This design comes from an exercise in tuning for small area on the open sky130 flow, not from production work.
At most, simulation tests tie the RTL to the original design; equivalence was not proved.
No activity file was given, so power comes from the tool's default toggle rates. No driver is modelled on the clock port, so clocking that relies on it looks cheaper here than on a real chip.

## P
==> flow/design.v <==
module vga_color_pipe #(
    parameter int unsigned IN_W     = 8,
    parameter int unsigned CH_W     = 4,
    parameter int unsigned BR_W     = 4,
    parameter int unsigned FADE_DIV = 2
) (
    input  logic                clk_25m,
    input  logic                rst_n,
    input  logic                valid,
    input  logic [IN_W-1:0]     screen_data,
    input  logic [1:0]          mode,
    input  logic                pal_we,
    input  logic [IN_W-1:0]     pal_addr,
    input  logic [3*CH_W-1:0]   pal_wdata,
    input  logic                frame_tick,
    input  logic                fade_start,
    input  logic                fade_dir,
    output logic [3*CH_W-1:0]   rgb,
    output logic                rgb_valid,
    output logic                fade_busy,
    output logic                fade_done
);
    localparam int unsigned RGB_W = 3 * CH_W;
    localparam int unsigned DEPTH = 1 << IN_W;
    logic             r_phase;
    logic [RGB_W-1:0] r_s1_ch;      
    logic             r_s1_valid;
    logic [15:0]      w_whi, w_wlo, w_rhi, w_rlo;
    logic [DEPTH-1:0] w_wsel;     
    logic [DEPTH-1:0] w_wsel_n;
    logic [DEPTH-1:0] w_rsel_n;   
    logic [RGB_W-1:0] w_wcol;
    logic [RGB_W-1:0] w_word [0:DEPTH-1];
    always_comb begin
        for (int k = 0; k < 16; k++) begin
            w_whi[k] = pal_we && (pal_addr[7:4] == k[3:0]);
            w_wlo[k] = (pal_addr[3:0] == k[3:0]);
            w_rhi[k] = (screen_data[7:4] == k[3:0]);
            w_rlo[k] = (screen_data[3:0] == k[3:0]);
        end
        for (int i = 0; i < DEPTH; i++) begin
            w_wsel[i]   = w_whi[i/16] & w_wlo[i%16];
            w_wsel_n[i] = ~(w_whi[i/16] & w_wlo[i%16]);
            w_rsel_n[i] = ~(w_rhi[i/16] & w_rlo[i%16]);
        end
    end
    assign w_wcol = pal_wdata ^ {RGB_W{r_phase}};
    always_ff @(posedge clk_25m) begin
        r_phase <= ~r_phase;
    end
    genvar gi, gj;
    generate
        for (gi = 0; gi < DEPTH; gi++) begin : g_row
            logic [RGB_W-1:0] r_word;
            logic [RGB_W-1:0] w_next;
            for (gj = 0; gj < RGB_W; gj++) begin : g_bit
                vcp_o22ai u_wr (.a1(r_word[gj]), .a2(w_wsel[gi]),
                                .b1(w_wcol[gj]), .b2(w_wsel_n[gi]), .y(w_next[gj]));
            end
            always_ff @(posedge clk_25m) begin
                r_word <= w_next;
            end
            assign w_word[gi] = r_word;
        end
    endgenerate
    logic [RGB_W-1:0] w_l1 [0:DEPTH/2-1];
    logic [RGB_W-1:0] w_l2 [0:DEPTH/32-1];
    logic [RGB_W-1:0] w_rd_n;    
    generate
        for (gi = 0; gi < DEPTH/2; gi++) begin : g_l1
            for (gj = 0; gj < RGB_W; gj++) begin : g_bit
                vcp_o22ai u_rd (.a1(w_word[2*gi][gj]), .a2(w_rsel_n[2*gi]),
                                .b1(w_word[2*gi+1][gj]), .b2(w_rsel_n[2*gi+1]),
                                .y(w_l1[gi][gj]));
            end
        end
        for (gi = 0; gi < DEPTH/32; gi++) begin : g_l2
            for (gj = 0; gj < RGB_W; gj++) begin : g_bit
                logic [15:0] w_in;
                for (genvar gk = 0; gk < 16; gk++) begin : g_in
                    assign w_in[gk] = w_l1[16*gi+gk][gj];
                end
                vcp_or16 u_or (.a(w_in), .y(w_l2[gi][gj]));
            end
        end
        for (gj = 0; gj < RGB_W; gj++) begin : g_l3
            vcp_or8 u_or (.a({w_l2[7][gj], w_l2[6][gj], w_l2[5][gj], w_l2[4][gj],
                               w_l2[3][gj], w_l2[2][gj], w_l2[1][gj], w_l2[0][gj]}),
                           .y(w_rd_n[gj]));
        end
    endgenerate
    logic [RGB_W-1:0] w_s1_nx;
    vcp_colour u_colour (.rd_n(w_rd_n), .phase(r_phase), .d(screen_data), .mode(mode),
                         .keep(rst_n & valid), .ch(w_s1_nx));
    always_ff @(posedge clk_25m) begin
        r_s1_ch <= w_s1_nx;
    end
    always_ff @(posedge clk_25m) begin
        if (!rst_n) begin
            r_s1_valid <= 1'b0;
        end else begin
            r_s1_valid <= valid;
        end
    end
    localparam logic [1:0] IDLE = 2'd0, FADE_OUT = 2'd1, FADE_IN = 2'd2;
    logic [1:0]    r_state, w_state_nx;
    logic [BR_W:0] r_level, w_level_nx, w_target, w_step;
    logic          r_div, w_div_nx;
    logic          r_done, w_done_nx;
    function automatic logic [CH_W-1:0] scale(input logic [CH_W-1:0] c,
                                              input logic [BR_W:0]   lvl);
        logic [CH_W+BR_W:0] p;
        p = {{(BR_W+1){1'b0}}, c} * {{CH_W{1'b0}}, lvl};
        scale = p[BR_W +: CH_W];
    endfunction
    always_ff @(posedge clk_25m) begin
        if (!rst_n) begin
            rgb       <= '0;
            rgb_valid <= 1'b0;
        end else begin
            rgb_valid <= r_s1_valid;
            rgb       <= {scale(r_s1_ch[11:8], r_level), scale(r_s1_ch[7:4], r_level),
                          scale(r_s1_ch[3:0], r_level)};
        end
    end
    always_ff @(posedge clk_25m) begin
        if (!rst_n) begin
            r_state <= IDLE;
            r_level <= 5'd16;
            r_div   <= 1'b0;
            r_done  <= 1'b0;
        end else begin
            r_state <= w_state_nx;
            r_level <= w_level_nx;
            r_div   <= w_div_nx;
            r_done  <= w_done_nx;
        end
    end
    assign w_target = (r_state == FADE_IN) ? 5'd16 : 5'd0;
    assign w_step   = (r_state == FADE_IN) ? r_level + 1'b1 : r_level - 1'b1;
    always_comb begin
        w_state_nx = r_state;
        w_level_nx = r_level;
        w_div_nx   = r_div;
        w_done_nx  = 1'b0;
        if (r_state == IDLE) begin
            if (fade_start) begin
                w_state_nx = fade_dir ? FADE_IN : FADE_OUT;
                w_div_nx   = 1'b0;
            end
        end else if (frame_tick) begin
            if (r_div) begin
                w_div_nx = 1'b0;
                if (r_level == w_target) begin
                    w_state_nx = IDLE;
                    w_done_nx  = 1'b1;
                end else begin
                    w_level_nx = w_step;
                    if (w_step == w_target) begin
                        w_state_nx = IDLE;
                        w_done_nx  = 1'b1;
                    end
                end
            end else begin
                w_div_nx = 1'b1;
            end
        end
    end
    assign fade_busy = (r_state != IDLE);
    assign fade_done = r_done;
endmodule
module vcp_o22ai (
    input  logic a1, a2, b1, b2,
    output logic y
);
    assign y = ~((a1 | a2) & (b1 | b2));
endmodule
module vcp_or16 (
    input  logic [15:0] a,
    output logic        y
);
    assign y = |a;
endmodule
module vcp_or8 (
    input  logic [7:0] a,
    output logic       y
);
    assign y = |a;
endmodule
module vcp_colour (
    input  logic [11:0] rd_n,
    input  logic        phase,
    input  logic [7:0]  d,
    input  logic [1:0]  mode,
    input  logic        keep,
    output logic [11:0] ch
);
    logic [11:0] pal;
    logic [3:0]  c0, c1, c2;
    assign pal = ~(rd_n ^ {12{phase}});
    always_comb begin
        c0 = {d[7:5], d[7]};
        c1 = {d[4:2], d[4]};
        c2 = {d[1:0], d[1:0]};
        case (mode)
            2'd1: begin
                c0 = pal[3:0];
                c1 = pal[7:4];
                c2 = pal[11:8];
            end
            2'd2: begin
                c0 = d[7:4];
                c1 = d[7:4];
                c2 = d[7:4];
            end
            default: begin
            end
        endcase
    end
    assign ch = keep ? {c2, c1, c0} : 12'd0;
endmodule
Settings: LEC_CHECK=0, CAP_MARGIN=20, CORE_MARGIN=2, CORE_UTILIZATION=65, CTS_CLUSTER_DIAMETER=100, CTS_CLUSTER_SIZE=28, SLEW_MARGIN=20, SYNTH_HIERARCHICAL=1, SYNTH_MINIMUM_KEEP_SIZE=0; clock period 10.0 ns.
standard.sh (not shown) runs the stock make flow with config.mk's settings and CLKGATE_MAP_FILE= SYNTH_SCRIPT=/design/flow/synth_recipe.tcl, a recipe that flattens the netlist after the stock synthesis.
==> flow/flow/run.sh <==
#!/bin/bash
# Own flow: the standard layout (standard.sh, unchanged synthesis) with
# different clock-tree and port-buffer options passed through ORFS's own
# environment hooks. Every tool's output goes to a log in this folder.
set -euo pipefail
export CTS_ARGS="-sink_clustering_enable -repair_clock_nets -dont_use_dummy_load -sink_clustering_size 28 -sink_clustering_max_diameter 100"
export BUFFER_PORTS_ARGS="-buffer_cell sky130_fd_sc_hd__buf_1"
bash standard.sh > standard_flow.log 2>&1
## Diff of input files: Q against P
diff --git a/flow/design.v b/flow/design.v
--- a/flow/design.v
+++ b/flow/design.v
@@ -24,24 +24,27 @@
     localparam int unsigned DEPTH = 1 << IN_W;
     logic             r_phase;
     logic [RGB_W-1:0] r_s1_ch;      
     logic             r_s1_valid;
     logic [15:0]      w_whi, w_wlo, w_rhi, w_rlo;
+    logic [15:0]      w_whi_n, w_wlo_n;
     logic [DEPTH-1:0] w_wsel;     
     logic [DEPTH-1:0] w_wsel_n;
     logic [DEPTH-1:0] w_rsel_n;   
     logic [RGB_W-1:0] w_wcol;
     logic [RGB_W-1:0] w_word [0:DEPTH-1];
+    assign w_whi_n = ~w_whi;
+    assign w_wlo_n = ~w_wlo;
     always_comb begin
         for (int k = 0; k < 16; k++) begin
             w_whi[k] = pal_we && (pal_addr[7:4] == k[3:0]);
             w_wlo[k] = (pal_addr[3:0] == k[3:0]);
             w_rhi[k] = (screen_data[7:4] == k[3:0]);
             w_rlo[k] = (screen_data[3:0] == k[3:0]);
         end
         for (int i = 0; i < DEPTH; i++) begin
-            w_wsel[i]   = w_whi[i/16] & w_wlo[i%16];
+            w_wsel[i]   = ~(w_whi_n[i/16] | w_wlo_n[i%16]);
             w_wsel_n[i] = ~(w_whi[i/16] & w_wlo[i%16]);
             w_rsel_n[i] = ~(w_rhi[i/16] & w_rlo[i%16]);
         end
     end
     assign w_wcol = pal_wdata ^ {RGB_W{r_phase}};
@@ -111,18 +114,21 @@
                                               input logic [BR_W:0]   lvl);
         logic [CH_W+BR_W:0] p;
         p = {{(BR_W+1){1'b0}}, c} * {{CH_W{1'b0}}, lvl};
         scale = p[BR_W +: CH_W];
     endfunction
+    logic [11:0] w_scaled;
+    vcp_scale u_s0 (.c(r_s1_ch[3:0]), .l(r_level), .y(w_scaled[3:0]));
+    vcp_scale u_s1 (.c(r_s1_ch[7:4]), .l(r_level), .y(w_scaled[7:4]));
+    vcp_scale u_s2 (.c(r_s1_ch[11:8]), .l(r_level), .y(w_scaled[11:8]));
     always_ff @(posedge clk_25m) begin
         if (!rst_n) begin
             rgb       <= '0;
             rgb_valid <= 1'b0;
         end else begin
             rgb_valid <= r_s1_valid;
-            rgb       <= {scale(r_s1_ch[11:8], r_level), scale(r_s1_ch[7:4], r_level),
-                          scale(r_s1_ch[3:0], r_level)};
+            rgb       <= w_scaled;
         end
     end
     always_ff @(posedge clk_25m) begin
         if (!rst_n) begin
             r_state <= IDLE;
@@ -217,5 +223,36 @@
             end
         endcase
     end
     assign ch = keep ? {c2, c1, c0} : 12'd0;
 endmodule
+module vcp_scale (input logic [3:0] c, input logic [4:0] l, output logic [3:0] y);
+    logic [3:0] pa, pb, pd, pe;    
+    assign pa = {4{c[0]}} & l[3:0];
+    assign pb = {4{c[1]}} & l[3:0];
+    assign pd = {4{c[2]}} & l[3:0];
+    assign pe = {4{c[3]}} & l[3:0];
+    logic k1, s2, k2, s3, k3, s4, k4;
+    assign k1 = pa[1] & pb[0];
+    vcp_fa u_r1_2 (.a(pa[2]), .b(pb[1]), .ci(k1), .s(s2), .co(k2));
+    vcp_fa u_r1_3 (.a(pa[3]), .b(pb[2]), .ci(k2), .s(s3), .co(k3));
+    vcp_ha u_r1_4 (.a(pb[3]), .b(k3), .s(s4), .co(k4));
+    logic m2, t3, m3, t4, m4, t5, m5;
+    assign m2 = s2 & pd[0];
+    vcp_fa u_r2_3 (.a(s3), .b(pd[1]), .ci(m2), .s(t3), .co(m3));
+    vcp_fa u_r2_4 (.a(s4), .b(pd[2]), .ci(m3), .s(t4), .co(m4));
+    vcp_fa u_r2_5 (.a(k4), .b(pd[3]), .ci(m4), .s(t5), .co(m5));
+    logic n3, n4, n5, p4, p5, p6, p7;
+    assign n3 = t3 & pe[0];
+    vcp_fa u_r3_4 (.a(t4), .b(pe[1]), .ci(n3), .s(p4), .co(n4));
+    vcp_fa u_r3_5 (.a(t5), .b(pe[2]), .ci(n4), .s(p5), .co(n5));
+    vcp_fa u_r3_6 (.a(m5), .b(pe[3]), .ci(n5), .s(p6), .co(p7));
+    assign y = {p7, p6, p5, p4} | ({4{l[4]}} & c);
+endmodule
+module vcp_fa (input logic a, b, ci, output logic s, co);
+    assign s  = a ^ b ^ ci;
+    assign co = (a & b) | (a & ci) | (b & ci);
+endmodule
+module vcp_ha (input logic a, b, output logic s, co);
+    assign s  = a ^ b;
+    assign co = a & b;
+endmodule
==> comparison <==
Looking only at logic depth of the worst path, buffers included, and setting everything else aside, the lower value of Q and P goes to P.
| via count of the first global-routing pass | Q vs P | about 0.5% lower |
Diff Q and P: non-clock buffer count lower in Q
The flow did not stop early for Q: all stages ran, and the layout cleared the timing, design-rule and antenna checks.
Comparing P against Q, there is no change at all in sequential cell count.
From P to Q the numbers moved as follows: routed wire length shrank by about 2.3%; total combinational power shrank by about 3%.
Going from P to Q, the period utilization was found to have gone down by 5.4 points.
Function not checked in P: the RTL went through the layout flow alone.

-- what the ideal ports hide --
How much do the figures lean on ideal ports? The routed layouts below were timed once more, with nothing changed but the port constraints.
Step 1, drivers: a clkbuf_16 drives clk_25m and a buf_2 each remaining input, both assumed.
Step 2 also shifts input and output timing later by t, the mid clock arrival at the registers, as if the neighbouring blocks saw the same clock.
a / b / c = ideal ports / drivers / drivers and shift; a / b = the first two.
run | shift t [ns] | setup WS [ns] | clock arrival spread, ns | worst data-port slew with drivers (ns) | pins driven straight from the clock port
P | 0.883 | 2.619 / 2.660 / 1.776 | 0.059 / 0.059 | 0.15 | 1
Q | 0.869 | 3.160 / 3.159 / 2.290 | 0.054 / 0.054 | 0.12 | 1
After both steps setup and hold are still met in every run listed. For Q, which loses most, drivers alone change the setup slack by -0.001 ns; drivers and shift together by -0.870 ns.
